From an optimization exercise on the open Yosys and OpenROAD flow, aimed at a short achievable clock period and few clock cycles; shortcuts taken in it are not production practice. The RTL was checked by simulation tests, not by an equivalence proof against the original design. Power and IR drop assume default switching activity.

$ cat design/flow/design.v
module ks_add #(
	parameter int W = 32,
	parameter int L = 5      
) (
	input  logic [W-1:0] a,
	input  logic [W-1:0] b,
	input  logic         cin,
	output logic [W-1:0] s,
	output logic         cout
);
	logic [W-1:0] g [L+1];
	logic [W-1:0] p [L+1];
	logic [W-1:0] c;
	always_comb begin
		g[0] = a & b;
		p[0] = a ^ b;
		g[0][0] = (a[0] & b[0]) | ((a[0] ^ b[0]) & cin);
		for (int l = 0; l < L; l++) begin
			for (int i = 0; i < W; i++) begin
				if (i >= (1 << l)) begin
					g[l+1][i] = g[l][i] | (p[l][i] & g[l][i-(1<<l)]);
					p[l+1][i] = p[l][i] & p[l][i-(1<<l)];
				end else begin
					g[l+1][i] = g[l][i];
					p[l+1][i] = p[l][i];
				end
			end
		end
		c = {g[L][W-2:0], cin};
		s = (a ^ b) ^ c;
		cout = g[L][W-1];
	end
endmodule
module ks_inc #(
	parameter int W = 32,
	parameter int L = 5      
) (
	input  logic [W-1:0] a,
	output logic [W-1:0] s
);
	logic [W-1:0] p [L+1];
	always_comb begin
		p[0] = a;
		for (int l = 0; l < L; l++)
			for (int i = 0; i < W; i++)
				p[l+1][i] = (i >= (1 << l)) ? (p[l][i] & p[l][i-(1<<l)]) : p[l][i];
		s = a ^ {p[L][W-2:0], 1'b1};
	end
endmodule
module alu (
	input  logic [32-1:0] a,
	input  logic [32-1:0] b,
	input  logic [9:0]       op,      
	input  logic [2:0]       funct3,
	output logic [32-1:0] sum,
	output logic [32-1:0] result,
	output logic             branch_taken
);
	logic [32-1:0] diff;
	logic             nborrow;
	logic             eq;
	logic             lt;
	logic             ltu;
	logic [4:0]       shamt;
	logic [32-1:0] sll_r;
	logic [32-1:0] srl_r;
	ks_add #(.W(32)) add_i (.a(a), .b(b), .cin(1'b0), .s(sum), .cout());
	ks_add #(.W(32)) sub_i (.a(a), .b(~b), .cin(1'b1), .s(diff), .cout(nborrow));
	assign eq = (a == b);
	assign ltu = !nborrow;
	assign lt = (a[32-1] ^ b[32-1]) ? a[32-1] : diff[32-1];
	assign shamt = b[4:0];
	assign sll_r = a << shamt;
	assign srl_r = 32'($signed({op[4] & a[32-1], a}) >>> shamt);
	always_comb begin
		result = '0;
		if (op[0]) result = result | sum;
		if (op[1]) result = result | diff;
		if (op[2]) result = result | sll_r;
		if (op[3] | op[4]) result = result | srl_r;
		if (op[5]) result = result | (a & b);
		if (op[6]) result = result | (a | b);
		if (op[7]) result = result | (a ^ b);
		if (op[8]) result = result | 32'(lt);
		if (op[9]) result = result | 32'(ltu);
	end
	always_comb begin
		case (funct3)
			3'b000:  branch_taken = eq;
			3'b001:  branch_taken = !eq;
			3'b100:  branch_taken = lt;
			3'b101:  branch_taken = !lt;
			3'b110:  branch_taken = ltu;
			3'b111:  branch_taken = !ltu;
			default: branch_taken = 1'b0;
		endcase
	end
endmodule
module reg_file (
	input  logic             clk_in,
	input  logic [4:0]       rs1_addr,
	input  logic [4:0]       rs2_addr,
	input  logic             we,
	input  logic [4:0]       wr_addr,
	input  logic [32-1:0] wr_data,
	output logic [32-1:0] rs1_data,
	output logic [32-1:0] rs2_data
);
	logic [32-1:0] regs [1:32-1];
	always_ff @(posedge clk_in) begin
		if (we && (wr_addr != 5'd0))
			regs[wr_addr] <= wr_data;
	end
	assign rs1_data = (rs1_addr == 5'd0) ? '0 : regs[rs1_addr];
	assign rs2_data = (rs2_addr == 5'd0) ? '0 : regs[rs2_addr];
endmodule
module cpu_top (
	input  logic               clk_in,
	input  logic               rst_in,
	input  logic               rdy_in,
	input  logic [7:0]         mem_din,
	output logic [7:0]         mem_dout,
	output logic [18-1:0] mem_a,
	output logic               mem_wr
);
	localparam logic [6:0] OP_LUI    = 7'b0110111;
	localparam logic [6:0] OP_AUIPC  = 7'b0010111;
	localparam logic [6:0] OP_JAL    = 7'b1101111;
	localparam logic [6:0] OP_JALR   = 7'b1100111;
	localparam logic [6:0] OP_BRANCH = 7'b1100011;
	localparam logic [6:0] OP_LOAD   = 7'b0000011;
	localparam logic [6:0] OP_STORE  = 7'b0100011;
	localparam logic [6:0] OP_IMM    = 7'b0010011;
	localparam logic [6:0] OP_REG    = 7'b0110011;
	typedef enum logic [2:0] {
		st_idle, st_decode, st_execute, st_memory, st_resolve
	} state_e;
	logic               cur_fetch;
	logic               cur_load;
	logic               prv_fetch;
	logic               prv_load;
	logic [18-1:0] prv_a;       
	localparam int CW = 4;           
	localparam int TW = 18 - 2 - CW;
	logic [32-1:0]   fpc;         
	logic [18-1:2] ipc;         
	logic [1:0]         icnt;        
	logic [1:0]         ahead;       
	logic [23:0]        asm_b;       
	logic [(1<<CW)-1:0] c_valid;
	logic [TW-1:0]      c_tag  [1<<CW];
	logic [31:0]        c_data [1<<CW];
	state_e             state;
	logic [31:0]        ir;
	logic [32-1:0]   pc;
	logic [32-1:0]   pc4;
	logic [32-1:0]   op_a;
	logic [32-1:0]   op_b;
	logic [32-1:0]   sdata;
	logic [32-1:0]   tgt;
	logic [32-1:0]   res;
	logic [9:0]         alu_op;
	logic [2:0]         x_f3;
	logic [4:0]         x_rd;
	logic               x_wr;
	logic               x_ld;
	logic               x_st;
	logic               x_br;
	logic               x_jalr;
	logic               x_link;
	logic               x_jal;
	logic               br_q;        
	logic [1:0]         m_left;      
	logic [23:0]        me_data;     
	logic               w_valid;     
	logic               fwd1;
	logic               fwd2;
	logic [32-1:0]   rs1_v;
	logic [32-1:0]   rs2_v;
	logic [1:0]         m_idx;       
	logic [1:0]         m_last;      
	logic [32-1:0] sum;
	logic [32-1:0] alu_res;
	logic             taken;
	logic [32-1:0] wb_data;
	logic [6:0]         opc;
	logic [2:0]         f3;
	logic               d_lui, d_auipc, d_jal, d_jalr, d_br, d_ld, d_st, d_imm, d_reg;
	logic [32-1:0]   imm_i, imm_s, imm_b, imm_u, imm_j;
	logic [32-1:0]   rs1_data;
	logic [32-1:0]   rs2_data;
	logic [32-1:0]   d_tgt;
	logic [9:0]         d_alu;
	logic               alt;
	logic [32-1:2]   fpc_inc;
	logic [32-1:2]   pc_inc;
	logic [18-1:2] ipc_inc;
	logic [18-1:0] mem_a_inc;
	assign opc = ir[6:0];
	assign f3 = ir[14:12];
	assign d_lui = (opc == OP_LUI);
	assign d_auipc = (opc == OP_AUIPC);
	assign d_jal = (opc == OP_JAL);
	assign d_jalr = (opc == OP_JALR);
	assign d_br = (opc == OP_BRANCH);
	assign d_ld = (opc == OP_LOAD);
	assign d_st = (opc == OP_STORE);
	assign d_imm = (opc == OP_IMM);
	assign d_reg = (opc == OP_REG);
	assign imm_i = {{20{ir[31]}}, ir[31:20]};
	assign imm_s = {{20{ir[31]}}, ir[31:25], ir[11:7]};
	assign imm_b = {{19{ir[31]}}, ir[31], ir[7], ir[30:25], ir[11:8], 1'b0};
	assign imm_u = {ir[31:12], 12'b0};
	assign imm_j = {{11{ir[31]}}, ir[31], ir[19:12], ir[20], ir[30:21], 1'b0};
	ks_add #(.W(32)) tgt_add_i (.a(pc), .b(d_jal ? imm_j : imm_b), .cin(1'b0), .s(d_tgt), .cout());
	ks_inc #(.W(32-2)) fpc_inc_i (.a(fpc[32-1:2]), .s(fpc_inc));
	ks_inc #(.W(32-2)) pc_inc_i (.a(pc[32-1:2]), .s(pc_inc));
	ks_inc #(.W(18-2)) ipc_inc_i (.a(ipc), .s(ipc_inc));
	ks_inc #(.W(18)) mem_a_inc_i (.a(mem_a), .s(mem_a_inc));
	assign alt = ir[30] && (d_reg || (f3 == 3'b101));
	always_comb begin
		d_alu = '0;
		if (d_imm || d_reg) begin
			case (f3)
				3'b000:  d_alu[alt ? 1 : 0] = 1'b1;
				3'b001:  d_alu[2] = 1'b1;
				3'b010:  d_alu[8] = 1'b1;
				3'b011:  d_alu[9] = 1'b1;
				3'b100:  d_alu[7] = 1'b1;
				3'b101:  d_alu[alt ? 4 : 3] = 1'b1;
				3'b110:  d_alu[6] = 1'b1;
				default: d_alu[5] = 1'b1;
			endcase
		end else begin
			d_alu[0] = 1'b1;
		end
	end
	reg_file reg_file_i (
		.clk_in   (clk_in),
		.rs1_addr (ir[19:15]),
		.rs2_addr (ir[24:20]),
		.we       (w_valid && x_wr),
		.wr_addr  (x_rd),
		.wr_data  (wb_data),
		.rs1_data (rs1_data),
		.rs2_data (rs2_data)
	);
	alu alu_i (
		.a            (op_a),
		.b            (op_b),
		.op           (alu_op),
		.funct3       (x_f3),
		.sum          (sum),
		.result       (alu_res),
		.branch_taken (taken)
	);
	always_comb begin
		wb_data = res;
		if (x_ld) begin
			case (x_f3)
				3'b000:  wb_data = {{24{res[7]}}, res[7:0]};
				3'b001:  wb_data = {{16{res[15]}}, res[15:0]};
				default: wb_data = res;
			endcase
		end
	end
	assign fwd1 = w_valid && x_wr && (x_rd != 5'd0) && (x_rd == ir[19:15]);
	assign fwd2 = w_valid && x_wr && (x_rd != 5'd0) && (x_rd == ir[24:20]);
	assign rs1_v = fwd1 ? wb_data : rs1_data;
	assign rs2_v = fwd2 ? wb_data : rs2_data;
	logic               redirect;
	logic [32-1:0]   redirect_pc;
	logic               mem_start;
	logic               mem_more;
	logic               accept;
	logic               hit_f;
	logic               hit_i;
	logic               fill;
	logic               arrive_f;
	logic               take;
	logic               skip;
	logic               issue;
	logic               ipc_step;
	logic [31:0]        f_word;
	assign redirect = ((state == st_execute) && x_jal) || ((state == st_resolve) && br_q);
	assign redirect_pc = tgt;
	assign mem_more = (m_left != 2'd0);
	assign mem_start = (state == st_execute) && (x_ld || x_st) && !mem_more;
	assign accept = (state == st_idle) ||
		((state == st_execute) && ((x_wr && !x_ld && !x_link) || (x_st && !mem_more))) ||
		((state == st_resolve) && !br_q) ||
		((state == st_memory) && prv_load && (m_idx == m_last));
	assign hit_f = c_valid[fpc[CW+1:2]] && (c_tag[fpc[CW+1:2]] == fpc[18-1:CW+2]);
	assign hit_i = c_valid[ipc[CW+1:2]] && (c_tag[ipc[CW+1:2]] == ipc[18-1:CW+2]);
	assign fill = prv_fetch && (prv_a[1:0] == 2'd3);
	assign arrive_f = fill && (prv_a[18-1:2] == fpc[18-1:2]);
	assign f_word = hit_f ? c_data[fpc[CW+1:2]] : {mem_din, asm_b};
	assign take = accept && (hit_f || arrive_f);
	assign skip = hit_i && (ahead != 2'd2);
	assign issue = !hit_i && (ahead != 2'd2) && !mem_start && !mem_more;
	assign ipc_step = skip || (issue && icnt == 2'd3);
	always_ff @(posedge clk_in) begin
		if (rst_in)
			c_valid <= '0;
		else if (fill)
			c_valid[prv_a[CW+1:2]] <= 1'b1;
	end
	always_ff @(posedge clk_in) begin
		if (fill) begin
			c_tag[prv_a[CW+1:2]] <= prv_a[18-1:CW+2];
			c_data[prv_a[CW+1:2]] <= {mem_din, asm_b};
		end
	end
	always_ff @(posedge clk_in) begin
		if (rst_in) begin
			mem_a <= 32'h0000_0000;
			mem_wr <= 1'b0;
			cur_fetch <= 1'b1;
			cur_load <= 1'b0;
			prv_fetch <= 1'b0;
			prv_load <= 1'b0;
			fpc <= 32'h0000_0000;
			ipc <= '0;
			icnt <= 2'd1;
			ahead <= 2'd0;
			m_left <= 2'd0;
			w_valid <= 1'b0;
			state <= st_idle;
		end else if (rdy_in) begin
			prv_fetch <= cur_fetch && !redirect;
			prv_load <= cur_load;
			prv_a <= mem_a;
			if (prv_fetch)
				case (prv_a[1:0])
					2'd0: asm_b[7:0] <= mem_din;
					2'd1: asm_b[15:8] <= mem_din;
					2'd2: asm_b[23:16] <= mem_din;
					default: ;
				endcase
			if (take) begin
				ir <= f_word;
				pc <= fpc;
				fpc <= {fpc_inc, fpc[1:0]};
			end
			if (redirect) begin
				fpc <= redirect_pc;
				ipc <= redirect_pc[18-1:2];
				ahead <= 2'd0;
				if (mem_more) begin
					icnt <= 2'd0;
					mem_a <= mem_a_inc;
					mem_dout <= me_data[7:0];
					me_data <= me_data >> 8;
					cur_fetch <= 1'b0;
				end else begin
					icnt <= 2'd1;
					mem_a <= {redirect_pc[18-1:2], 2'b00};
					mem_wr <= 1'b0;
					cur_fetch <= 1'b1;
					cur_load <= 1'b0;
				end
			end else begin
				ahead <= ahead + {1'b0, ipc_step} - {1'b0, take};
				if (ipc_step)
					ipc <= ipc_inc;
				if (skip)
					icnt <= 2'd0;
				else if (issue)
					icnt <= icnt + 2'd1;
				if (mem_start) begin
					mem_a <= sum[18-1:0];
					mem_wr <= x_st;
					mem_dout <= sdata[7:0];
					me_data <= sdata[31:8];
					cur_fetch <= 1'b0;
					cur_load <= x_ld;
				end else if (mem_more) begin
					mem_a <= mem_a_inc;
					mem_dout <= me_data[7:0];
					me_data <= me_data >> 8;
					cur_fetch <= 1'b0;
				end else if (issue) begin
					mem_a <= {ipc, icnt};
					mem_wr <= 1'b0;
					cur_fetch <= 1'b1;
					cur_load <= 1'b0;
				end else begin
					mem_wr <= 1'b0;
					cur_fetch <= 1'b0;
					cur_load <= 1'b0;
				end
			end
			if (mem_more)
				m_left <= m_left - 2'd1;
			w_valid <= 1'b0;
			if (prv_load) begin
				res[8*m_idx +: 8] <= mem_din;
				m_idx <= m_idx + 2'd1;
			end
			case (state)
				st_idle: begin
					state <= take ? st_decode : st_idle;
				end
				st_decode: begin
					op_a <= d_lui ? '0 : d_auipc ? pc : rs1_v;
					op_b <= (d_reg || d_br) ? rs2_v :
						(d_lui || d_auipc) ? imm_u :
						d_st ? imm_s : imm_i;
					sdata <= rs2_v;
					tgt <= d_tgt;
					pc4 <= {pc_inc, pc[1:0]};
					alu_op <= d_alu;
					x_f3 <= f3;
					x_rd <= ir[11:7];
					x_wr <= d_lui || d_auipc || d_jal || d_jalr || d_ld || d_imm || d_reg;
					x_ld <= d_ld;
					x_st <= d_st;
					x_br <= d_br;
					x_jalr <= d_jalr;
					x_link <= d_jal || d_jalr;
					x_jal <= d_jal;
					state <= st_execute;
				end
				st_execute: begin
					if (!((x_ld || x_st) && mem_more)) begin
						res <= x_link ? pc4 : x_ld ? '0 : alu_res;
						m_idx <= 2'd0;
						if (x_ld || x_st)
							m_left <= (x_f3[1:0] == 2'b00) ? 2'd0 : (x_f3[1:0] == 2'b01) ? 2'd1 : 2'd3;
						m_last <= (x_f3[1:0] == 2'b00) ? 2'd0 : (x_f3[1:0] == 2'b01) ? 2'd1 : 2'd3;
						w_valid <= x_wr && !x_ld;
						br_q <= (x_br && taken) || x_jalr;
						if (x_jalr)
							tgt <= {sum[32-1:1], 1'b0};
						if (x_ld)
							state <= st_memory;
						else if (x_br || x_jalr)
							state <= st_resolve;
						else
							state <= take ? st_decode : st_idle;
					end
				end
				st_memory: begin
					if (prv_load && m_idx == m_last) begin
						w_valid <= 1'b1;
						state <= take ? st_decode : st_idle;
					end
				end
				st_resolve: begin
					state <= take ? st_decode : st_idle;
				end
				default: state <= st_idle;
			endcase
		end
	end
endmodule
$ cat design/flow/flow/run.sh
#!/bin/bash
# The standard layout, with timing repair aimed past the clock period's own slack
# (the constraints stay the design's; only how hard repair_timing works changes)
set -euo pipefail
MARGIN=5.5
bash standard.sh SETUP_SLACK_MARGIN=$MARGIN finish > standard_finish.log 2>&1
$ cat design/flow/standard.sh
#!/bin/bash
# synth_recipe.tcl (not shown) runs the flow's synth.tcl, then flattens the netlist and writes it again
# the make line also repeats each setting of config.mk as NAME=value (left out here)
make -C /OpenROAD-flow-scripts/flow DESIGN_CONFIG=/design/flow/config.mk WORK_HOME=/design/flow/orfs CLKGATE_MAP_FILE= SYNTH_SCRIPT=/design/flow/synth_recipe.tcl "${@:-finish}"
$ cat design/flow/config.mk
export PLATFORM = sky130hd
export DESIGN_NAME = cpu_top
export DESIGN_NICKNAME = cpu_top
export VERILOG_FILES = /design/flow/design.v
export SDC_FILE = /design/flow/constraint.sdc
export NUM_CORES = 4
export LEC_CHECK = 0
export ABC_CLOCK_PERIOD_IN_PS = 3000
export CAP_MARGIN = 20
export CORE_MARGIN = 2
export CORE_UTILIZATION = 40
export SETUP_SLACK_MARGIN = 5
export SLEW_MARGIN = 20
$ cat design/flow/constraint.sdc
create_clock -name core_clock -period 8.5 [get_ports {clk_in}]
set_input_delay 1.7000 -clock core_clock [delete_from_list [all_inputs] [get_ports {clk_in}]]
set_output_delay 1.7000 -clock core_clock [all_outputs]
set_load 0.01 [all_outputs]
==> results of run 1 <==
==> stage by stage <==
stage / worst slack (ns) / total power (W) / utilization, %
floorplan: 2.49 / 0.0120 / -
global placement: 3.00 / 0.0122 / 42.1
detailed placement: 2.89 / 0.0122 / 42.1
CTS: 4.20 / 0.0228 / 48.6
global route: 4.04 / 0.0232 / 50.2
finish: 4.13 / 0.0227 / 50.2
==> per-layer routing <==
metal  up-vias  wire length [um]
met5         -                42
met4         8             22400
met3      1066             43100
met2      5122            175000
met1     38100            145000
li1      29100                 -
==> where the power goes <==
part | internal [W] | switching [W]
registers | 0.0116 | 0.0000532
clock network | 0.00618 | 0.00448
logic | 0.000135 | 0.000238
total | 0.0180 | 0.00477
==> registers in the layout, summed over array words and instances, names as in the netlist, 3 cells and up, named ones only <==
register and cells:
reg_file_i.regs 992, c_data 512, c_tag 192, fpc 32, ir 32, op_a 32, op_b 32, pc4 32
pc 32, res 32, sdata 32, tgt 32, asm_b 24, me_data 24, mem_a 18, prv_a 18
c_valid 16, ipc 16, alu_op 10, mem_dout 8, x_rd 5, state 3, x_f3 3
==> layout by cell type, fill, tap and decap left out, types with 84 or more instances in the layout <==
cell type  synthesis  layout
mux2i_1          257     193
clkbuf_16          0     247
nor2_1           472     389
nor3_1            97      84
buf_12             0      86
a211oi_1         105      86
nand2_1          312     287
a21oi_1          401     286
inv_1            163     122
mux4_2           867     867
edfxtp_1        2056    2056
ha_1             143     107
buf_6              1     138
buf_4              6     434
o21ai_0          254     149
==> cells by family after synthesis <==
group / count (synthesis) / share of synthesized area (%)
flip-flops: 2171 / 60.0
AO/OA/AOI/OAI: 1274 / 7.74
buffers and inverters: 667 / 2.43
multiplexers: 1186 / 21.4
adder cells (fa/ha/maj): 147 / 1.75
XOR/XNOR: 153 / 1.26
AND/OR/NAND/NOR: 1248 / 5.46
==> final timing paths <==
check | cells past startpoint | end | from
max | 18 | res[31]$_DFFE_PP_ | op_a[9]$_SDFFCE_PN0P_
max reg2reg | 18 | res[31]$_DFFE_PP_ | op_a[9]$_SDFFCE_PN0P_
min | 0 | pc[1]$_DFFE_PP_ | fpc[1]$_SDFFE_PP0P_
min reg2reg | 0 | pc[1]$_DFFE_PP_ | fpc[1]$_SDFFE_PP0P_
==> timing repair <==
action                                  in CTS  in global routing
endpoints found under the setup margin    1130                672
pin swaps                                  213                180
gates cloned                                95                 28
gates resized for setup                   1161                388
setup buffers                              321                197
==> area by class of cell <==
class / instances / share of cell area, %
clock buffer: 259 / 4.36
sequential: 2171 / 48.2
timing repair buffer: 806 / 7.63
timing repair inverter: 31 / 0.167
inverter: 171 / 0.625
tap: 3533 / 3.32
clock inverter: 165 / 1.66
antenna: 4 / 0.00752
multi-input combinational: 4011 / 34.0
==> results.yml, run 1 <==
layout:
  final_cell_area_um2: 133000
  nets: 7574
  syn2layout_area_growth_pct: 24.7
  nFillCells: 21600
  multi_input_area_um2: 45300
  seq_area_um2: 64200
  stdcell_count: 11200
  final_layout_size_suffix_gt1_share_pct: 37.9
sta:
  fin_hold_ws_ns: 0.478
  max_slew_margin_pct: 20.0
  finalSetupViolations: 0
  period_minus_slack_ns: 4.37
  finalHoldViolations: 0
  rsz0062_at_grt: "true"
  tns_ns: 0
  skew_ns: 0.138
  drv_slew: 0
  max_freq_ghz: 0.229
  timing.final.crit_share_pct: 51.4
  worst_pin_slew_ns: 1.20
grt:
  met2_usage_pct: 42.4
  grt_overflow: 0
  grt_util_met1_pct: 37.0
  use_met3_pct: 6.21
  track_usage_pct: 27.4
  grt.busiest_layer: "met2"
  grt_pass1_vias: 70200
  antenna_found_initial: 12
  grt_max_degree: 89
  grt_pass1_wl_um: 533000
clocking:
  cts_tree: "yes"
  insertion_delay_ns: 0.93
  cts-buffers-inserted: 224
  max-clock-path-buffers: 3
  clockRootBuffer: "clkbuf_16"
  cts_hold_buf: 0
  cts_num_sinks: 2171
  cts_max_level: 4
  path_clk_slew_ns: 0.06
yosys:
  synth.top_cell.area_share_pct: 57.8
  synth-async-reset-ratio_pct: 0
  syn_inst: 6846
  syn-mean-instance-area_um2: 15.6
  synth_edf_count: 2056
  netlist_top_cells_count: "2056 x edfxtp_1, 867 x mux4_2, 472 x nor2_1"
  synth-seq-area-share_pct: 60.0
  yosys_warnings: 12
  synth.area.top_cells: "edfxtp_1 58%, mux4_2 18%, mux2i_1 2.4%, dfxtp_1 2.2%, a21oi_1 1.9%"
  synth.most_common_cell: "edfxtp_1"
  synth_ff_type: "edfxtp_1"
  synth_largest_area_cell: "edfxtp_1"
  postSynthRegisterBits: 2171
  synth_area_um2: 107000
  synth.distinct_cells: 87
setup_path:
  worstSetupPathType: "flip-flop to flip-flop"
  cp_num_buf_inv: 1
  path_cells: "inv_2, ha_4, or3_4, or4_4, a21oi_4, o31ai_4, a21oi_2, o21ai_2, a21oi_2, o21bai_1, a21oi_1, nor2_1, fa_2, o22ai_1, a2111oi_2, o21ai_1, o21ai_1, o31ai_1"
  crit_path_top_delay_cell: "fa_2"
  path_delay_family: "compound AO/OA/AOI/OAI gates"
  critPathArrivalTime_ns: 4.91
  critPathMaxStageDelay_ns: 0.52
  critical_path_required_ns: 9.04
  crit_path_start_kind: "flip-flop"
  r2r_setup_slack_ns: 4.13
  end_kind: "flip-flop"
  crit_fanout: 2
worst_hold_path:
  hold_path_class: "flip-flop to flip-flop"
die:
  rows: 189
  core_um2: 265000
  die_x_um: 521
  fp.dieArea_um2: 271000
  io_pins: 38
  die_h_um: 521
  initial_core_util_pct: 40.2
detailed_routing:
  drc: 0
  drtIter0Drc: 10800
  ant_nets: 0
  dr.pass1.iters: 8
  routed_via_density: 6.58
  wl_per_cell_um: 34.6
  routed_wl_um: 385000
  vias: 73400
power:
  p_per_area_nw_per_um2: 171
  ir_drop_mv: 0.206
  p_leak_nw: 43.4
placement:
  port-buffer-count: 37
  place_inst: 10100
  dp_hpwl_um: 210000
  place.gp.congestion: 0.988
  dpl_cell_area_um2: 112000
status:
  outcome: "finished clean"
flow_run:
  max-cap-violations: 0
Testbench counts, summed over its fixed seeds: cycles 116,109.
==> run 2: changes to the inputs <==
==> design/flow/run.sh (new file) <==
#!/bin/bash
# synth_recipe.tcl (not shown) runs the flow's synth.tcl, then flattens the netlist and writes it again
# the make line also repeats each setting of config.mk as NAME=value (left out here)
make -C /OpenROAD-flow-scripts/flow DESIGN_CONFIG=/design/flow/config.mk WORK_HOME=/design/flow/orfs CLKGATE_MAP_FILE= SYNTH_SCRIPT=/design/flow/synth_recipe.tcl finish
--- a/design/flow/config.mk
+++ b/design/flow/config.mk
@@ -5,7 +5,7 @@
 export SDC_FILE = /design/flow/constraint.sdc
 export NUM_CORES = 4
 export LEC_CHECK = 0
-export ABC_CLOCK_PERIOD_IN_PS = 3000
+export ABC_CLOCK_PERIOD_IN_PS = 1000
 export CAP_MARGIN = 20
 export CORE_MARGIN = 2
 export CORE_UTILIZATION = 40
removed: design/flow/flow/run.sh
removed: design/flow/standard.sh
==> results.yml, run 2 <==
status:
  outcome: "finished clean"
layout:
  syn2layout_area_growth_pct: 18.4
  largest_register_ffs: 992
  final_cell_area_um2: 126000
  nets: 7273
  regMostFlops: "reg_file_i.regs"
  most-common-layout-cells: "2056 x edfxtp_1, 867 x mux4_2, 410 x nor2_1"
  final_layout_size_suffix_gt1_share_pct: 31.2
  final_common_cell: "edfxtp_1"
detailed_routing:
  wl_per_cell_um: 34.3
  routed_via_density: 6.53
  dr.pass1.iters: 7
  ant_nets: 0
  drtIter0Drc: 11100
  routed_wl_um: 372000
  drc: 0
  vias: 70800
yosys:
  synth-seq-area-share_pct: 60.0
  synth.top_cell.area_share_pct: 57.8
  netlist_top_cells_count: "2056 x edfxtp_1, 867 x mux4_2, 472 x nor2_1"
  synth_edf_count: 2056
  synth_compound_area_share_pct: 7.74
  synth.distinct_cells: 87
  synth_top_family_by_area: "multiplexers"
  syn_inst: 6846
  synth.area.top_cells: "edfxtp_1 58%, mux4_2 18%, mux2i_1 2.4%, dfxtp_1 2.2%, a21oi_1 1.9%"
  syn-mean-instance-area_um2: 15.6
  synthXorXnorAreaFrac_pct: 1.26
  synth.most_common_cell: "edfxtp_1"
  yosys_warnings: 12
  synth_largest_area_cell: "edfxtp_1"
  synthSimpleGateAreaFrac_pct: 5.46
  synth_area_um2: 107000
  synth_ff_type: "edfxtp_1"
  postSynthRegisterBits: 2171
  muxShareOfSynthArea_pct: 21.4
  synth_adder_area_share_pct: 1.75
  synth-async-reset-ratio_pct: 0
sta:
  finalHoldViolations: 0
  drv_slew: 0
  timing.final.crit_share_pct: 51.6
  tns_ns: 0
  max_freq_ghz: 0.228
  skew_ns: 0.124
  rsz0062_at_grt: "true"
  max_slew_margin_pct: 20.1
  finalSetupViolations: 0
  period_minus_slack_ns: 4.38
  worst_slack_ns: 4.12
  worst_pin_slew_ns: 1.20
clocking:
  cts-buffers-inserted: 224
  clockRootBuffer: "clkbuf_16"
  cts_tree: "yes"
  cts_num_sinks: 2171
  path_clk_slew_ns: 0.06
  cts_hold_buf: 0
  insertion_delay_ns: 0.93
  max-clock-path-buffers: 3
  cts_max_level: 4
die:
  rows: 189
  io_pins: 38
  die_h_um: 521
  core_um2: 265000
  fp.dieArea_um2: 271000
  initial_core_util_pct: 40.2
  die_x_um: 521
setup_path:
  crit_path_start_kind: "flip-flop"
  worstSetupPathType: "flip-flop to flip-flop"
  end_kind: "flip-flop"
  crit_fanout: 2
  r2r_setup_slack_ns: 4.12
  critical_path_required_ns: 9.08
  critPathArrivalTime_ns: 4.96
power:
  share_seq_of_total_power_pct: 52.8
  p_per_area_nw_per_um2: 175
  p_leak_nw: 40.7
  ir_drop_mv: 0.173
  p_int_w: 0.0175
  p_comb_share_pct: 1.4
  p_switching_w: 0.00466
  p_clk_share_pct: 45.7
  swShare_pct: 21.0
grt:
  antenna_found_initial: 18
  track_usage_pct: 26.5
  grt_pass1_wl_um: 515000
  grt_pass1_vias: 67600
  grt_max_degree: 130
  grt_overflow: 0
placement:
  place_ws_ns: 2.94
  dpl_cell_area_um2: 112000
  dp_hpwl_um: 211000
  port-buffer-count: 37
  place.gp.congestion: 0.990
worst_hold_path:
  hold_path_class: "flip-flop to flip-flop"
flow_run:
  max-cap-violations: 0
-- run 2: cell counts after synthesis --
No cell type changed its count.
-- run 2: power groups by stage --
stage / sequential, W / combinational, W / clock [W]
2_1_floorplan: 0.0119 / 0.000135 / 0
3_3_place_gp: 0.0119 / 0.000239 / 0
3_5_place_dp: 0.0119 / 0.000244 / 0
4_1_cts: 0.0117 / 0.000285 / 0.0102
5_1_grt: 0.0117 / 0.000331 / 0.0106
6_report: 0.0117 / 0.000317 / 0.0101
-- run 2: metal layers --
metal  routed length (um)  GRT usage [%]  part of all wire (%)  vias up
met5                   84              0                 0.023        -
met4                20300           11.5                   5.4       12
met3                39000           5.47                    10      935
met2               169000           40.9                    45     4514
met1               144000           36.4                    39    36900
li1                     -              -                     -    28400
-- run 2: layout make-up --
cell class / instances / area, um^2
diodes: 6 / 15.0
clock buffers: 276 / 5890
clock inverters: 138 / 1630
fillers: 22400 / 139000
inverters: 171 / 805
multi-input cells: 4009 / 43200
flip-flops and latches: 2171 / 64200
well taps: 3533 / 4420
repair buffers: 514 / 6040
repair inverters: 24 / 150
-- run 2: final timing paths --
| path | from | end | cells after the start |
|---|---|---|---|
| max | op_b[9]$_DFFE_PP_ | res[31]$_DFFE_PP_ | 18 |
| min | fpc[1]$_SDFFE_PP0P_ | pc[1]$_DFFE_PP_ | 0 |
| max reg2reg | op_b[9]$_DFFE_PP_ | res[31]$_DFFE_PP_ | 18 |
| min reg2reg | fpc[1]$_SDFFE_PP0P_ | pc[1]$_DFFE_PP_ | 0 |
-- run 2: cells by family (layout without fill, tap and decap cells) --
group           count (synthesis)  after routing
simple gates                 1248           1248
buf+inv                       667           1123
xor+xnor                      153            153
mux                          1186           1186
flops                        2171           2171
fa+ha+maj                     147            147
other cells                     0              6
compound gates               1274           1275
-- run 2: what timing repair did --
action	4_1_cts	5_1_grt
setup buffers	161	107
endpoints found under the setup margin	366	221
resized for setup	474	336
cloned	43	28
pin swaps	83	109
-- run 2: stage by stage --
step	hold WS, ns	std cells	power, W	utilization, %
6_report	0.440	10800	0.0221	47.6
5_1_grt	0.463	10800	0.0227	47.6
4_1_cts	0.439	10700	0.0222	46.5
3_5_place_dp	0.430	10100	0.0122	42.1
3_3_place_gp	0.413	10100	0.0122	42.0
2_1_floorplan	0.406	6846	0.0120	-
-- run 2: critical path, cell delays in order, from the launching register on --
cell and delay (ns):
edfxtp_1 0.50, inv_2 0.13, ha_4 0.20, or3_4 0.39, or4_4 0.44, a21oi_4 0.16
o31ai_4 0.10, a21oi_2 0.26, o21ai_2 0.11, a21oi_2 0.17, o21bai_1 0.10, a21oi_1 0.17
nor2_1 0.08, fa_2 0.52, o22ai_1 0.09, a2111oi_2 0.35, o21ai_1 0.10, o21ai_1 0.12
o31ai_1 0.09
==> run 3: changes to the inputs <==
--- a/design/flow/config.mk
+++ b/design/flow/config.mk
@@ -5,7 +5,7 @@
 export SDC_FILE = /design/flow/constraint.sdc
 export NUM_CORES = 4
 export LEC_CHECK = 0
-export ABC_CLOCK_PERIOD_IN_PS = 1000
+export ABC_CLOCK_PERIOD_IN_PS = 2000
 export CAP_MARGIN = 20
 export CORE_MARGIN = 2
 export CORE_UTILIZATION = 40
==> results.yml, run 3 <==
status:
  outcome: "finished clean"
sta:
  max_slew_margin_pct: 20.1
  finalHoldViolations: 0
  timing.final.crit_share_pct: 51.6
  rsz0062_at_grt: "true"
  worst_pin_slew_ns: 1.20
  skew_ns: 0.124
  tns_ns: 0
  worst_slack_ns: 4.12
  finalSetupViolations: 0
  max_freq_ghz: 0.228
  fin_hold_ws_ns: 0.440
  drv_slew: 0
  period_minus_slack_ns: 4.38
detailed_routing:
  wl_met2_um: 169000
  vias: 70800
  wl_per_cell_um: 34.3
  drc: 0
  wirelength_met1_um: 144000
  wl_met3_um: 39000
  drtIter0Drc: 11100
  ant_nets: 0
  highest_layer: "met5"
  dr.pass1.iters: 7
  routed_via_density: 6.53
  routed_wl_um: 372000
die:
  initial_core_util_pct: 40.2
  rows: 189
  io_pins: 38
  die_x_um: 521
  fp.dieArea_um2: 271000
  die_h_um: 521
  core_um2: 265000
setup_path:
  cp-startpoint: "op_b[9]$_DFFE_PP_"
  end_kind: "flip-flop"
  crit_path_start_kind: "flip-flop"
  critPathArrivalTime_ns: 4.96
  critical_path_required_ns: 9.08
  crit_fanout: 2
  worstSetupPathType: "flip-flop to flip-flop"
  r2r-start: "op_b[9]$_DFFE_PP_"
grt:
  grt_pass1_vias: 67600
  antenna_found_initial: 18
  grt_pass1_wl_um: 515000
  grt_overflow: 0
  grt_max_degree: 130
  track_usage_pct: 26.5
placement:
  port-buffer-count: 37
  dp_hpwl_um: 211000
  place.gp.congestion: 0.990
  place_ws_ns: 2.94
yosys:
  yosys_warnings: 12
  synth_ff_type: "edfxtp_1"
  postSynthRegisterBits: 2171
  synth-seq-area-share_pct: 60.0
  synth_area_um2: 107000
  synth_edf_count: 2056
  netlist_top_cells_count: "2056 x edfxtp_1, 867 x mux4_2, 472 x nor2_1"
  synth.distinct_cells: 87
  synth.area.top_cells: "edfxtp_1 58%, mux4_2 18%, mux2i_1 2.4%, dfxtp_1 2.2%, a21oi_1 1.9%"
  synth.top_cell.area_share_pct: 57.8
  synth.most_common_cell: "edfxtp_1"
  syn_inst: 6846
  synth_largest_area_cell: "edfxtp_1"
  synth-async-reset-ratio_pct: 0
  syn-mean-instance-area_um2: 15.6
layout:
  final_common_cell: "edfxtp_1"
  syn2layout_area_growth_pct: 18.4
  largest_register_ffs: 992
  nets: 7273
  regMostFlops: "reg_file_i.regs"
  final_layout_size_suffix_gt1_share_pct: 31.2
  most-common-layout-cells: "2056 x edfxtp_1, 867 x mux4_2, 410 x nor2_1"
worst_hold_path:
  worstHoldStart: "fpc[1]$_SDFFE_PP0P_"
  hold_path_class: "flip-flop to flip-flop"
flow_run:
  max-cap-violations: 0
clocking:
  cts-buffers-inserted: 224
  max-clock-path-buffers: 3
  cts_hold_buf: 0
  cts_max_level: 4
  path_clk_slew_ns: 0.06
  cts_tree: "yes"
  cts_num_sinks: 2171
  clockRootBuffer: "clkbuf_16"
  insertion_delay_ns: 0.93
power:
  ir_drop_mv: 0.173
  p_per_area_nw_per_um2: 175
  p_leak_nw: 40.7
  total_power_w: 0.0221
## run 3: cell counts after synthesis
Identical to the previous run, type by type.
## run 3: logic make-up after synthesis
kind of cell | after synthesis | share of synthesized area (%)
flops | 2171 | 60.0
fa+ha+maj | 147 | 1.75
simple gates | 1248 | 5.46
buf+inv | 667 | 2.43
compound gates | 1274 | 7.74
xor+xnor | 153 | 1.26
mux | 1186 | 21.4
## run 3: worst paths after layout
| kind | slack [ns] | to | cells after the start |
|---|---|---|---|
| worst max-delay path | 4.12 | res[31]$_DFFE_PP_ | 18 |
| worst min-delay path | 0.44 | pc[1]$_DFFE_PP_ | 0 |
| worst max register to register | 4.12 | res[31]$_DFFE_PP_ | 18 |
| worst min register to register | 0.44 | pc[1]$_DFFE_PP_ | 0 |
## run 3: layer usage
metal | GRT usage [%] | up-vias
met5 | 0 | -
met2 | 40.9 | 4514
met3 | 5.47 | 935
met1 | 36.4 | 36900
met4 | 11.5 | 12
li1 | - | 28400
## run 3: power breakdown
part	switching [W]	total (W)	internal, W
logic	0.000213	0.000317	0.000104
registers	0.0000560	0.0117	0.0116
clock network	0.00439	0.0101	0.00574
## run 3: what timing repair did
action	4_1_cts	5_1_grt
endpoints found under the setup margin	366	221
buffers inserted	161	107
gates resized for setup	474	336
cloned	43	28
pin swaps	83	109
## run 3: stage by stage
stage,instances,area [um^2],utilization [%]
finish,10800,126000,47.6
floorplan,6846,107000,-
global route,10800,126000,47.6
detailed placement,10100,112000,42.1
CTS,10700,123000,46.5
global placement,10100,112000,42.0
## run 3: worst max-delay path: stages, from the launching register on
cell and delay, ns:
edfxtp_1 0.50, inv_2 0.13, ha_4 0.20, or3_4 0.39, or4_4 0.44, a21oi_4 0.16, o31ai_4 0.10, a21oi_2 0.26
o21ai_2 0.11, a21oi_2 0.17, o21bai_1 0.10, a21oi_1 0.17, nor2_1 0.08, fa_2 0.52, o22ai_1 0.09, a2111oi_2 0.35
o21ai_1 0.10, o21ai_1 0.12, o31ai_1 0.09
## run 3: cell type report
cell class | instances | area [um^2]
Multi-Input combinational cell | 4009 | 43200
Antenna cell | 6 | 15.0
Timing Repair inverter | 24 | 150
Tap cell | 3533 | 4420
Sequential cell | 2171 | 64200
Fill cell | 22400 | 139000
Timing Repair Buffer | 514 | 6040
Clock buffer | 276 | 5890
Clock inverter | 138 | 1630
Inverter | 171 | 805
==> run 4: changes to the inputs <==
--- a/design/flow/config.mk
+++ b/design/flow/config.mk
@@ -5,9 +5,9 @@
 export SDC_FILE = /design/flow/constraint.sdc
 export NUM_CORES = 4
 export LEC_CHECK = 0
-export ABC_CLOCK_PERIOD_IN_PS = 2000
 export CAP_MARGIN = 20
 export CORE_MARGIN = 2
 export CORE_UTILIZATION = 40
 export SETUP_SLACK_MARGIN = 5
 export SLEW_MARGIN = 20
+export SYNTH_HIERARCHICAL = 1
==> results.yml, run 4 <==
sta:
  max_freq_ghz: 0.213
  period_minus_slack_ns: 4.69
  timing.final.crit_share_pct: 55.2
  drv_slew: 0
  rsz0062_at_grt: "true"
  finalHoldViolations: 0
  tns_ns: 0
  max_slew_margin_pct: 18.7
  finalSetupViolations: 0
  worst_pin_slew_ns: 1.21
  skew_ns: 0.0945
layout:
  nFillCells: 23500
  stdcell_count: 11500
  final_layout_size_suffix_gt1_share_pct: 26.3
  regMostFlops: "reg_file_i.regs"
  most-common-layout-cells: "2056 x edfxtp_1, 626 x mux4_2, 492 x nand2_1, 492 x mux2i_1, 308 x buf_4"
  seq_area_um2: 63900
  largest_register_ffs: 992
  nets: 7868
  final_common_cell: "edfxtp_1"
  multi_input_area_um2: 45600
  syn2layout_area_growth_pct: 16.8
power:
  share_seq_of_total_power_pct: 52.4
  p_per_area_nw_per_um2: 173
  p_int_w: 0.0176
  ir_drop_mv: 0.211
  p_leak_nw: 43.2
  p_clk_share_pct: 45.9
  p_switching_w: 0.00461
  swShare_pct: 20.7
  p_comb_share_pct: 1.6
grt:
  grt_pass1_vias: 72400
  grt_max_degree: 154
  track_usage_pct: 26.7
  antenna_found_initial: 19
  grt_pass1_wl_um: 537000
  grt_overflow: 0
worst_hold_path:
  hold_path_class: "flip-flop to flip-flop"
  worstHoldStart: "fpc[0]$_SDFFE_PP0P_"
  hold_end: "pc[0]$_DFFE_PP_"
  hold_depth: 0
clocking:
  max-clock-path-buffers: 3
  insertion_delay_ns: 0.91
  path_clk_slew_ns: 0.06
  cts-buffers-inserted: 219
  cts_tree: "yes"
  cts_num_sinks: 2161
  clockRootBuffer: "clkbuf_16"
  cts_hold_buf: 0
  cts_max_level: 4
detailed_routing:
  drtIter0Drc: 11100
  dr.pass1.iters: 9
  ant_nets: 0
  highest_layer: "met5"
  wl_met2_um: 173000
  drc: 0
  routed_wl_um: 383000
  wl_met3_um: 42200
  routed_via_density: 6.50
  wl_per_cell_um: 33.4
  vias: 74500
  wirelength_met1_um: 150000
setup_path:
  worstSetupPathType: "flip-flop to flip-flop"
  critical_path_required_ns: 9.03
  rr_endpoint: "res[26]$_DFFE_PP_"
  crit_path_start_kind: "flip-flop"
  r2r_setup_slack_ns: 3.81
  worstRegToRegCells: 16
  crit_fanout: 5
  r2r-start: "op_b[0]$_DFFE_PP_"
  end_kind: "flip-flop"
  critPathArrivalTime_ns: 5.22
placement:
  port-buffer-count: 37
  dp_hpwl_um: 226000
  place_inst: 10800
  place.gp.congestion: 1.01
flow_run:
  max-cap-violations: 0
die:
  rows: 192
  die_h_um: 528
  core_um2: 273000
  die_x_um: 528
  fp.dieArea_um2: 279000
  initial_core_util_pct: 40.2
  io_pins: 38
yosys:
  synth_area_um2: 110000
  syn-mean-instance-area_um2: 14.8
  yosys_warnings: 18
  syn_inst: 7443
status:
  outcome: "finished clean"
==> run 4: area by class of cell <==
| class | count | share of cell area [%] |
|---|---|---|
| sequential | 2161 | 49.8 |
| clock buffer | 266 | 4.42 |
| antenna | 3 | 0.00585 |
| clock inverter | 148 | 1.52 |
| tap | 3589 | 3.50 |
| inverter | 118 | 0.382 |
| timing repair inverter | 1 | 0.00683 |
| multi-input combinational | 4653 | 35.5 |
| timing repair buffer | 523 | 4.77 |
==> run 4: critical path, stage by stage (launching register included) <==
cell and delay, ns:
edfxtp_1 0.43, buf_12 0.16, fa_2 0.39, fa_2 0.36
a21o_1 0.20, a221oi_4 0.32, o221a_4 0.26, o21ai_4 0.09
o22ai_4 0.22, mux2i_1 0.25, nand3_2 0.17, a222oi_1 0.52
o2111ai_1 0.26, a311oi_2 0.29, o21ai_1 0.16, a221oi_2 0.23
a21oi_1 0.07
==> run 4: repair_timing <==
item,in CTS,in global routing
cloned,36,12
gates resized for setup,472,201
setup endpoints to repair,578,256
pin swaps,138,106
setup buffers,155,66
==> run 4: worst max path at each step <==
stage                      startpoint                      end  slack [ns]  depth (start not counted)
global route        op_b[0]$_DFFE_PP_        res[26]$_DFFE_PP_        3.75                         16
finish              op_b[0]$_DFFE_PP_        res[26]$_DFFE_PP_        3.81                         16
detailed placement  op_b[0]$_DFFE_PP_        res[26]$_DFFE_PP_        3.12                         17
CTS                 op_b[0]$_DFFE_PP_        res[26]$_DFFE_PP_        3.77                         16
floorplan                      rdy_in  alu_op[0]$_SDFFCE_PN1P_        2.42                          4
global placement    op_b[0]$_DFFE_PP_        res[26]$_DFFE_PP_        3.17                         17
==> run 4: routing by layer <==
metal,global-route usage [%],up-vias
met3,5.84,874
met5,0,-
li1,-,30400
met4,11.1,10
met2,40.8,4698
met1,36.8,38500
==> run 4: stage by stage <==
step / hold WS, ns / area, um^2 / total power (W) / utilization [%] / setup slack [ns]
final: 0.442 / 128000 / 0.0222 / 46.9 / 3.81
after global routing: 0.454 / 128000 / 0.0228 / 46.9 / 3.75
after CTS: 0.442 / 127000 / 0.0223 / 46.3 / 3.77
after detailed placement: 0.428 / 115000 / 0.0122 / 41.9 / 3.12
after global placement: 0.432 / 115000 / 0.0122 / 41.9 / 3.17
after floorplan: 0.408 / 110000 / 0.0120 / - / 2.42
==> run 4: power groups by stage <==
stage	sequential (W)	clock (W)	combinational (W)
final	0.0117	0.0102	0.000366
after global routing	0.0117	0.0107	0.000387
after CTS	0.0117	0.0103	0.000332
after detailed placement	0.0119	0	0.000308
after global placement	0.0119	0	0.000302
after floorplan	0.0119	0	0.000186
==> run 5: changes to the inputs <==
--- a/design/flow/design.v
+++ b/design/flow/design.v
@@ -53,7 +53,7 @@
 	input  logic [9:0]       op,      
 	input  logic [2:0]       funct3,
 	output logic [32-1:0] sum,
-	output logic [32-1:0] result,
+	output logic [32-1:0] result,        
 	output logic             branch_taken
 );
 	logic [32-1:0] diff;
@@ -74,7 +74,6 @@
 	assign srl_r = 32'($signed({op[4] & a[32-1], a}) >>> shamt);
 	always_comb begin
 		result = '0;
-		if (op[0]) result = result | sum;
 		if (op[1]) result = result | diff;
 		if (op[2]) result = result | sll_r;
 		if (op[3] | op[4]) result = result | srl_r;
@@ -159,6 +158,9 @@
 	logic [32-1:0]   sdata;
 	logic [32-1:0]   tgt;
 	logic [32-1:0]   res;
+	logic [32-1:0]   r_sum;       
+	logic               r_use_sum;
+	logic [32-1:0]   wb_raw;
 	logic [9:0]         alu_op;
 	logic [2:0]         x_f3;
 	logic [4:0]         x_rd;
@@ -255,7 +257,8 @@
 		.branch_taken (taken)
 	);
 	always_comb begin
-		wb_data = res;
+		wb_raw = r_use_sum ? r_sum : res;
+		wb_data = wb_raw;
 		if (x_ld) begin
 			case (x_f3)
 				3'b000:  wb_data = {{24{res[7]}}, res[7:0]};
@@ -424,6 +427,8 @@
 				st_execute: begin
 					if (!((x_ld || x_st) && mem_more)) begin
 						res <= x_link ? pc4 : x_ld ? '0 : alu_res;
+						r_sum <= sum;
+						r_use_sum <= alu_op[0] && !x_link && !x_ld;
 						m_idx <= 2'd0;
 						if (x_ld || x_st)
 							m_left <= (x_f3[1:0] == 2'b00) ? 2'd0 : (x_f3[1:0] == 2'b01) ? 2'd1 : 2'd3;
--- a/design/flow/config.mk
+++ b/design/flow/config.mk
@@ -10,4 +10,3 @@
 export CORE_UTILIZATION = 40
 export SETUP_SLACK_MARGIN = 5
 export SLEW_MARGIN = 20
-export SYNTH_HIERARCHICAL = 1
==> results.yml, run 5 <==
status:
  outcome: "finished clean"
die:
  rows: 190
  die_x_um: 522
  fp.dieArea_um2: 272000
  initial_core_util_pct: 40.1
  io_pins: 38
  core_um2: 267000
  die_h_um: 522
grt:
  use_met3_pct: 5.01
  grt_pass1_vias: 66800
  grt_util_met1_pct: 36.2
  met2_usage_pct: 40.5
  grt_max_degree: 154
  grt_pass1_wl_um: 508000
  grt_overflow: 0
  grt.busiest_layer: "met2"
  antenna_found_initial: 32
  track_usage_pct: 26.1
power:
  ir_drop_mv: 0.216
  p_int_w: 0.0183
  p_switching_w: 0.00493
  p_per_area_nw_per_um2: 184
  p_clk_share_pct: 45.7
  swShare_pct: 21.2
  p_leak_nw: 40.8
  p_comb_share_pct: 2.9
  share_seq_of_total_power_pct: 51.5
sta:
  timing.final.crit_share_pct: 52.4
  worst_pin_slew_ns: 1.27
  finalHoldViolations: 0
  fin_hold_ws_ns: 0.446
  rsz0062_at_grt: "true"
  period_minus_slack_ns: 4.45
  max_slew_margin_pct: 14.6
  drv_slew: 0
  tns_ns: 0
  skew_ns: 0.0766
  max_freq_ghz: 0.225
  finalSetupViolations: 0
flow_run:
  max-cap-violations: 0
yosys:
  syn-mean-instance-area_um2: 15.9
  synth-async-reset-ratio_pct: 0
  netlist_top_cells_count: "2089 x edfxtp_1, 859 x mux4_2, 405 x nor2_1"
  synth.most_common_cell: "edfxtp_1"
  postSynthRegisterBits: 2204
  synth.area.top_cells: "edfxtp_1 58%, mux4_2 18%, mux2i_1 2.6%, dfxtp_1 2.1%, ha_1 1.7%"
  synth_ff_type: "edfxtp_1"
  synth.top_cell.area_share_pct: 58.5
  synth_largest_area_cell: "edfxtp_1"
  synth_edf_count: 2089
  yosys_warnings: 12
  synth_area_um2: 107000
  synth.distinct_cells: 95
  synth-seq-area-share_pct: 60.6
  syn_inst: 6748
clocking:
  cts-buffers-inserted: 231
  path_clk_slew_ns: 0.07
  cts_tree: "yes"
  cts_hold_buf: 0
  clockRootBuffer: "clkbuf_16"
  cts_num_sinks: 2204
  insertion_delay_ns: 0.88
  max-clock-path-buffers: 3
  cts_max_level: 4
detailed_routing:
  drc: 0
  routed_via_density: 6.43
  dr.pass1.iters: 9
  routed_wl_um: 364000
  vias: 69100
  drtIter0Drc: 9818
  wl_per_cell_um: 33.9
  ant_nets: 0
worst_hold_path:
  hold_path_class: "flip-flop to flip-flop"
  worstHoldStart: "fpc[0]$_SDFFE_PP0P_"
  hold_depth: 0
  hold_end: "pc[0]$_DFFE_PP_"
layout:
  nets: 7148
  largest_register_ffs: 992
  seq_area_um2: 65100
  nFillCells: 22600
  most-common-layout-cells: "2089 x edfxtp_1, 860 x mux4_2, 348 x nor2_1"
  final_common_cell: "edfxtp_1"
  syn2layout_area_growth_pct: 17.3
  final_layout_size_suffix_gt1_share_pct: 29.8
  multi_input_area_um2: 42000
  regMostFlops: "reg_file_i.regs"
setup_path:
  r2r_setup_slack_ns: 4.05
  critPathArrivalTime_ns: 5.07
  crit_fanout: 3
  r2r-start: "ir[5]$_DFFE_PP_"
  cp-startpoint: "ir[5]$_DFFE_PP_"
  crit_path_start_kind: "flip-flop"
  worstSetupPathType: "flip-flop to flip-flop"
  end_kind: "flip-flop"
  critical_path_required_ns: 9.12
  rr_endpoint: "tgt[31]$_DFFE_PP_"
  worstRegToRegCells: 19
placement:
  place.gp.congestion: 0.979
  dp_hpwl_um: 210000
  port-buffer-count: 37
-- run 5: final cells by class --
type | count | share of cell area, %
multi-input combinational | 3897 | 33.4
inverter | 164 | 0.508
antenna | 2 | 0.00398
timing repair buffer | 492 | 4.52
clock buffer | 279 | 4.81
tap | 3552 | 3.53
sequential | 2204 | 51.8
clock inverter | 158 | 1.46
-- run 5: worst max-delay path, cell delays in order (launching register included) --
cell and delay [ns]:
edfxtp_1 0.44, buf_12 0.16, nand3b_1 0.13, nor2_2 0.06
and2_4 0.18, buf_4 0.13, buf_6 0.12, buf_6 0.12
mux2_4 0.30, ha_4 0.23, o21a_4 0.23, a2111oi_4 0.43
o211ai_1 0.21, o21ba_2 0.26, and4_4 0.21, o41ai_4 0.37
o21ai_2 0.11, o41ai_2 0.25, xnor2_1 0.16, mux2i_1 0.09
-- run 5: worst max-delay path by stage --
stage / endpoint / slack, ns / cells past startpoint
floorplan: alu_op[0]$_SDFFCE_PN1P_ / 2.44 / 3
global placement: ahead[1]$_SDFFE_PP0P_ / 3.23 / 16
detailed placement: ahead[1]$_SDFFE_PP0P_ / 3.18 / 16
CTS: tgt[31]$_DFFE_PP_ / 3.92 / 17
global route: tgt[31]$_DFFE_PP_ / 3.95 / 17
finish: tgt[31]$_DFFE_PP_ / 4.05 / 19
-- run 5: repair_timing --
action | 4_1_cts | 5_1_grt
gates resized for setup | 336 | 246
setup buffers | 171 | 79
pin swaps | 76 | 119
gates cloned | 30 | 12
setup endpoints to repair | 440 | 330
-- run 5: power groups by stage --
stage | registers [W] | clock network (W) | logic [W]
2_1_floorplan | 0.0121 | 0 | 0.000359
3_3_place_gp | 0.0122 | 0 | 0.000550
3_5_place_dp | 0.0122 | 0 | 0.000558
4_1_cts | 0.0119 | 0.0107 | 0.000621
5_1_grt | 0.0119 | 0.0111 | 0.000701
6_report | 0.0119 | 0.0106 | 0.000666
-- run 5: kinds of logic after synthesis --
| logic type | Yosys count | share of synthesized area [%] |
|---|---|---|
| XOR/XNOR | 176 | 1.44 |
| adder cells (fa/ha/maj) | 147 | 1.74 |
| AO/OA/AOI/OAI | 1213 | 7.38 |
| buffers and inverters | 651 | 2.46 |
| AND/OR/NAND/NOR | 1140 | 4.91 |
| flip-flops | 2204 | 60.6 |
| multiplexers | 1217 | 21.5 |
-- run 5: metal layers --
metal / vias to the layer above / wire, um
met1: 36300 / 144000
li1: 27900 / -
met2: 4011 / 168000
met5: - / 84
met3: 825 / 35500
met4: 14 / 17100
-- run 5: stage by stage --
step / cells / total power (W) / util, % / instance area (um^2) / setup WS, ns
final: 10700 / 0.0232 / 47.1 / 126000 / 4.05
after detailed placement: 10000 / 0.0127 / 42.0 / 112000 / 3.18
after CTS: 10700 / 0.0233 / 46.3 / 124000 / 3.92
after global placement: 10000 / 0.0127 / 42.0 / 112000 / 3.23
after floorplan: 6748 / 0.0125 / - / 108000 / 2.44
after global routing: 10700 / 0.0237 / 47.1 / 126000 / 3.95
Testbench counts of run 5, summed over its fixed seeds: cycles 116,109.
==> run 6: changes to the inputs <==
--- a/design/flow/design.v
+++ b/design/flow/design.v
@@ -53,10 +53,10 @@
 	input  logic [9:0]       op,      
 	input  logic [2:0]       funct3,
 	output logic [32-1:0] sum,
+	output logic [32-1:0] diff,
 	output logic [32-1:0] result,        
 	output logic             branch_taken
 );
-	logic [32-1:0] diff;
 	logic             nborrow;
 	logic             eq;
 	logic             lt;
@@ -74,7 +74,6 @@
 	assign srl_r = 32'($signed({op[4] & a[32-1], a}) >>> shamt);
 	always_comb begin
 		result = '0;
-		if (op[1]) result = result | diff;
 		if (op[2]) result = result | sll_r;
 		if (op[3] | op[4]) result = result | srl_r;
 		if (op[5]) result = result | (a & b);
@@ -144,7 +143,7 @@
 	logic [32-1:0]   fpc;         
 	logic [18-1:2] ipc;         
 	logic [1:0]         icnt;        
-	logic [1:0]         ahead;       
+	logic [2:0]         ahead;       
 	logic [23:0]        asm_b;       
 	logic [(1<<CW)-1:0] c_valid;
 	logic [TW-1:0]      c_tag  [1<<CW];
@@ -160,6 +159,8 @@
 	logic [32-1:0]   res;
 	logic [32-1:0]   r_sum;       
 	logic               r_use_sum;
+	logic [32-1:0]   r_diff;      
+	logic               r_use_diff;
 	logic [32-1:0]   wb_raw;
 	logic [9:0]         alu_op;
 	logic [2:0]         x_f3;
@@ -183,6 +184,7 @@
 	logic [1:0]         m_last;      
 	logic [32-1:0] sum;
 	logic [32-1:0] alu_res;
+	logic [32-1:0] diff;
 	logic             taken;
 	logic [32-1:0] wb_data;
 	logic [6:0]         opc;
@@ -253,11 +255,12 @@
 		.op           (alu_op),
 		.funct3       (x_f3),
 		.sum          (sum),
+		.diff         (diff),
 		.result       (alu_res),
 		.branch_taken (taken)
 	);
 	always_comb begin
-		wb_raw = r_use_sum ? r_sum : res;
+		wb_raw = r_use_sum ? r_sum : r_use_diff ? r_diff : res;
 		wb_data = wb_raw;
 		if (x_ld) begin
 			case (x_f3)
@@ -286,21 +289,27 @@
 	logic               ipc_step;
 	logic [31:0]        f_word;
 	assign redirect = ((state == st_execute) && x_jal) || ((state == st_resolve) && br_q);
-	assign redirect_pc = tgt;
+	assign redirect_pc = x_jalr ? {r_sum[32-1:1], 1'b0} : tgt;
 	assign mem_more = (m_left != 2'd0);
 	assign mem_start = (state == st_execute) && (x_ld || x_st) && !mem_more;
 	assign accept = (state == st_idle) ||
 		((state == st_execute) && ((x_wr && !x_ld && !x_link) || (x_st && !mem_more))) ||
 		((state == st_resolve) && !br_q) ||
 		((state == st_memory) && prv_load && (m_idx == m_last));
-	assign hit_f = c_valid[fpc[CW+1:2]] && (c_tag[fpc[CW+1:2]] == fpc[18-1:CW+2]);
-	assign hit_i = c_valid[ipc[CW+1:2]] && (c_tag[ipc[CW+1:2]] == ipc[18-1:CW+2]);
+	always_comb begin
+		hit_f = 1'b0;
+		hit_i = 1'b0;
+		for (int k = 0; k < (1 << CW); k++) begin
+			hit_f = hit_f | (c_valid[k] && (fpc[CW+1:2] == CW'(k)) && (c_tag[k] == fpc[18-1:CW+2]));
+			hit_i = hit_i | (c_valid[k] && (ipc[CW+1:2] == CW'(k)) && (c_tag[k] == ipc[18-1:CW+2]));
+		end
+	end
 	assign fill = prv_fetch && (prv_a[1:0] == 2'd3);
 	assign arrive_f = fill && (prv_a[18-1:2] == fpc[18-1:2]);
-	assign f_word = hit_f ? c_data[fpc[CW+1:2]] : {mem_din, asm_b};
+	assign f_word = arrive_f ? {mem_din, asm_b} : c_data[fpc[CW+1:2]];
 	assign take = accept && (hit_f || arrive_f);
-	assign skip = hit_i && (ahead != 2'd2);
-	assign issue = !hit_i && (ahead != 2'd2) && !mem_start && !mem_more;
+	assign skip = hit_i && !ahead[2];
+	assign issue = !hit_i && !ahead[2] && !mem_start && !mem_more;
 	assign ipc_step = skip || (issue && icnt == 2'd3);
 	always_ff @(posedge clk_in) begin
 		if (rst_in)
@@ -325,7 +334,7 @@
 			fpc <= 32'h0000_0000;
 			ipc <= '0;
 			icnt <= 2'd1;
-			ahead <= 2'd0;
+			ahead <= 3'b001;
 			m_left <= 2'd0;
 			w_valid <= 1'b0;
 			state <= st_idle;
@@ -340,15 +349,17 @@
 					2'd2: asm_b[23:16] <= mem_din;
 					default: ;
 				endcase
-			if (take) begin
+			if (accept) begin
 				ir <= f_word;
 				pc <= fpc;
+			end
+			if (take) begin
 				fpc <= {fpc_inc, fpc[1:0]};
 			end
 			if (redirect) begin
 				fpc <= redirect_pc;
 				ipc <= redirect_pc[18-1:2];
-				ahead <= 2'd0;
+				ahead <= 3'b001;
 				if (mem_more) begin
 					icnt <= 2'd0;
 					mem_a <= mem_a_inc;
@@ -363,7 +374,10 @@
 					cur_load <= 1'b0;
 				end
 			end else begin
-				ahead <= ahead + {1'b0, ipc_step} - {1'b0, take};
+				if (ipc_step && !take)
+					ahead <= {ahead[1:0], 1'b0};
+				else if (take && !ipc_step)
+					ahead <= {1'b0, ahead[2:1]};
 				if (ipc_step)
 					ipc <= ipc_inc;
 				if (skip)
@@ -429,14 +443,14 @@
 						res <= x_link ? pc4 : x_ld ? '0 : alu_res;
 						r_sum <= sum;
 						r_use_sum <= alu_op[0] && !x_link && !x_ld;
+						r_diff <= diff;
+						r_use_diff <= alu_op[1];
 						m_idx <= 2'd0;
 						if (x_ld || x_st)
 							m_left <= (x_f3[1:0] == 2'b00) ? 2'd0 : (x_f3[1:0] == 2'b01) ? 2'd1 : 2'd3;
 						m_last <= (x_f3[1:0] == 2'b00) ? 2'd0 : (x_f3[1:0] == 2'b01) ? 2'd1 : 2'd3;
 						w_valid <= x_wr && !x_ld;
 						br_q <= (x_br && taken) || x_jalr;
-						if (x_jalr)
-							tgt <= {sum[32-1:1], 1'b0};
 						if (x_ld)
 							state <= st_memory;
 						else if (x_br || x_jalr)
==> results.yml, run 6 <==
setup_path:
  end_kind: "flip-flop"
  path_delay_family: "compound AO/OA/AOI/OAI gates"
  cp_common_cell: "a21oi_1"
  crit_path_start_kind: "flip-flop"
  crit_fanout: 4
  crit_path_top_delay_cell: "fa_2"
  critical_path_required_ns: 9.13
  critPathArrivalTime_ns: 4.71
  critPathMaxStageDelay_ns: 0.40
  worstSetupPathType: "flip-flop to flip-flop"
  path_cells: "buf_12, clkinvlp_4, ha_4, inv_4, nand3_2, o21ai_2, nor3_4, o211ai_1, buf_4, a311oi_4, o41ai_2, a21oi_1, nor2_1, nor2_2, fa_2, a222oi_1, and3_1, o2111ai_1, a21oi_1, nor3_1"
  cp_num_buf_inv: 4
grt:
  grt.busiest_layer: "met2"
  grt_util_met1_pct: 35.2
  grt_pass1_vias: 68700
  track_usage_pct: 26.1
  grt_max_degree: 144
  use_met3_pct: 4.77
  grt_overflow: 0
  antenna_found_initial: 25
  grt_pass1_wl_um: 519000
  met2_usage_pct: 41.3
yosys:
  synth_edf_count: 2120
  synth_largest_area_cell: "edfxtp_1"
  yosys_warnings: 12
  synth.distinct_cells: 84
  synth-async-reset-ratio_pct: 0
  netlist_top_cells_count: "2120 x edfxtp_1, 772 x mux4_2, 450 x nor2_1"
  synth-seq-area-share_pct: 60.4
  synth.area.top_cells: "edfxtp_1 58%, mux4_2 16%, xnor2_1 3.2%, dfxtp_1 2.1%, mux2i_1 1.9%"
  syn_inst: 7167
  synth.top_cell.area_share_pct: 58.3
  postSynthRegisterBits: 2232
  synth_area_um2: 109000
  synth.most_common_cell: "edfxtp_1"
  synth_ff_type: "edfxtp_1"
  syn-mean-instance-area_um2: 15.2
die:
  io_pins: 38
  die_h_um: 526
  die_x_um: 526
  initial_core_util_pct: 40.3
  fp.dieArea_um2: 277000
  core_um2: 271000
  rows: 191
sta:
  tns_ns: 0
  rsz0062_at_grt: "true"
  drv_slew: 0
  max_slew_margin_pct: 16.9
  skew_ns: 0.0632
  max_freq_ghz: 0.245
  period_minus_slack_ns: 4.07
  worst_pin_slew_ns: 1.24
  finalHoldViolations: 0
  timing.final.crit_share_pct: 47.9
  finalSetupViolations: 0
clocking:
  cts_tree: "yes"
  cts-buffers-inserted: 239
  cts_max_level: 4
  clockRootBuffer: "clkbuf_16"
  cts_num_sinks: 2232
  path_clk_slew_ns: 0.07
  cts_hold_buf: 0
  insertion_delay_ns: 0.94
  max-clock-path-buffers: 4
layout:
  regMostFlops: "reg_file_i.regs"
  stdcell_count: 11100
  final_common_cell: "edfxtp_1"
  most-common-layout-cells: "2120 x edfxtp_1, 772 x mux4_2, 399 x nor2_1"
  final_layout_size_suffix_gt1_share_pct: 25.7
  largest_register_ffs: 992
  nets: 7509
  syn2layout_area_growth_pct: 15.6
  nFillCells: 23200
power:
  p_leak_nw: 40.9
  ir_drop_mv: 0.180
  p_per_area_nw_per_um2: 190
detailed_routing:
  drtIter0Drc: 9988
  routed_wl_um: 371000
  dr.pass1.iters: 8
  ant_nets: 0
  wl_per_cell_um: 33.3
  routed_via_density: 6.33
  vias: 70400
  drc: 0
worst_hold_path:
  hold_path_class: "flip-flop to flip-flop"
status:
  outcome: "finished clean"
placement:
  dp_hpwl_um: 218000
  place_inst: 10500
  place.gp.congestion: 0.923
  port-buffer-count: 37
flow_run:
  max-cap-violations: 0
run 6: changes by cell type after synthesis, moves of 35 or more:
cell,change
mux4_2,-87
o21ai_0,-134
nand2_1,+66
mux2i_1,-71
nor4_1,+42
nor2_1,+45
a31oi_1,+35
nand3_1,+39
xnor2_1,+282
nand4_1,+85
xor2_1,+81
run 6: where the power goes:
part / internal [W] / switching, W / total (W)
clock network: 0.00614 / 0.00445 / 0.0106
logic: 0.000538 / 0.000730 / 0.00127
registers: 0.0120 / 0.000101 / 0.0121
total: 0.0187 / 0.00529 / 0.0239
run 6: area by class of cell:
| class | instances | area (um^2) | share of cell area, % |
|---|---|---|---|
| sequential | 2232 | 66000 | 52.3 |
| clock inverter | 151 | 1610 | 1.28 |
| clock buffer | 282 | 6210 | 4.92 |
| tap | 3570 | 4470 | 3.54 |
| antenna | 11 | 27.5 | 0.0218 |
| timing repair inverter | 1 | 8.76 | 0.00694 |
| multi-input combinational | 4243 | 42400 | 33.6 |
| timing repair buffer | 439 | 4640 | 3.68 |
| inverter | 191 | 795 | 0.629 |
run 6: cells by family (layout without fill, tap and decap cells):
group / Yosys count / in the layout / synth area share, %
simple gates: 1425 / 1425 / 6.16
compound gates: 1105 / 1107 / 6.62
xor+xnor: 539 / 539 / 4.32
buf+inv: 694 / 1064 / 2.52
mux: 1021 / 1021 / 18.3
other cells: 0 / 11 / 0
fa+ha+maj: 151 / 151 / 1.76
flops: 2232 / 2232 / 60.4
run 6: repair_timing:
action,CTS,global route
buffers inserted,130,61
pin swaps,64,62
endpoints found under the setup margin,513,446
cloned,19,6
gates resized for setup,308,159
run 6: final timing paths:
| path | start | to | slack [ns] | depth (start not counted) |
|---|---|---|---|---|
| setup / recovery | op_b[4]$_DFFE_PP_ | res[0]$_DFFE_PP_ | 4.43 | 20 |
| hold / removal | alu_op[1]$_SDFFCE_PN0P_ | r_use_diff$_DFFE_PP_ | 0.42 | 0 |
| setup reg to reg | op_b[4]$_DFFE_PP_ | res[0]$_DFFE_PP_ | 4.43 | 20 |
| hold reg to reg | alu_op[1]$_SDFFCE_PN0P_ | r_use_diff$_DFFE_PP_ | 0.42 | 0 |
run 6: per-stage QoR:
step / utilization, % / hold WS, ns / power, W / instance area, um^2 / setup WS, ns
CTS: 46.1 / 0.421 / 0.0240 / 125000 / 4.43
global placement: 42.1 / 0.403 / 0.0135 / 114000 / 3.15
floorplan: - / 0.400 / 0.0130 / 110000 / 1.94
detailed placement: 42.1 / 0.411 / 0.0135 / 114000 / 3.24
finish: 46.5 / 0.423 / 0.0239 / 126000 / 4.43
global route: 46.5 / 0.429 / 0.0245 / 126000 / 4.27
run 6: layer usage:
metal	share of wire, %	routed length (um)
met1	39	144000
met3	9.4	34700
met4	4.9	18200
met5	0.034	126
met2	47	173000
Testbench counts of run 6, summed over its fixed seeds: cycles 116,109.

## afterwards: timing with drivers on the ports
The flow's constraints put no driver on any port. The routed layouts listed below were extracted and timed again, unchanged, in two steps. Step 1 sets driving cells, clkbuf_16 on the clock port and buf_2 on the other inputs (assumed; they add their load-dependent delay and slew). Step 2, shift: input delay + t, output delay - t, t = (earliest + latest rising clock arrival at the registers) / 2. This alone moves slack from input paths to output paths. Three values: no drivers, after step 1, after step 2; two values: the first two.
| run | t (ns) | setup WS [ns] | worst register clock-pin slew, ns | pins driven straight from the clock port |
|---|---|---|---|---|
| run 1 | 0.962 | 4.131 / 4.131 / 4.131 | 0.10 / 0.10 | 1 |
| run 2 | 0.971 | 4.118 / 4.118 / 4.034 | 0.07 / 0.07 | 1 |
| run 3 | 0.971 | 4.118 / 4.118 / 4.034 | 0.07 / 0.07 | 1 |
| run 4 | 0.949 | 3.812 / 3.812 / 3.812 | 0.07 / 0.07 | 1 |
| run 5 | 0.945 | 4.046 / 4.046 / 4.046 | 0.07 / 0.07 | 1 |
| run 6 | 0.993 | 4.425 / 4.425 / 4.155 | 0.07 / 0.07 | 1 |
After both steps setup and hold are still met in every run listed. For run 6, which loses most, drivers alone change the setup slack by 0.000 ns; drivers and shift together by -0.270 ns.
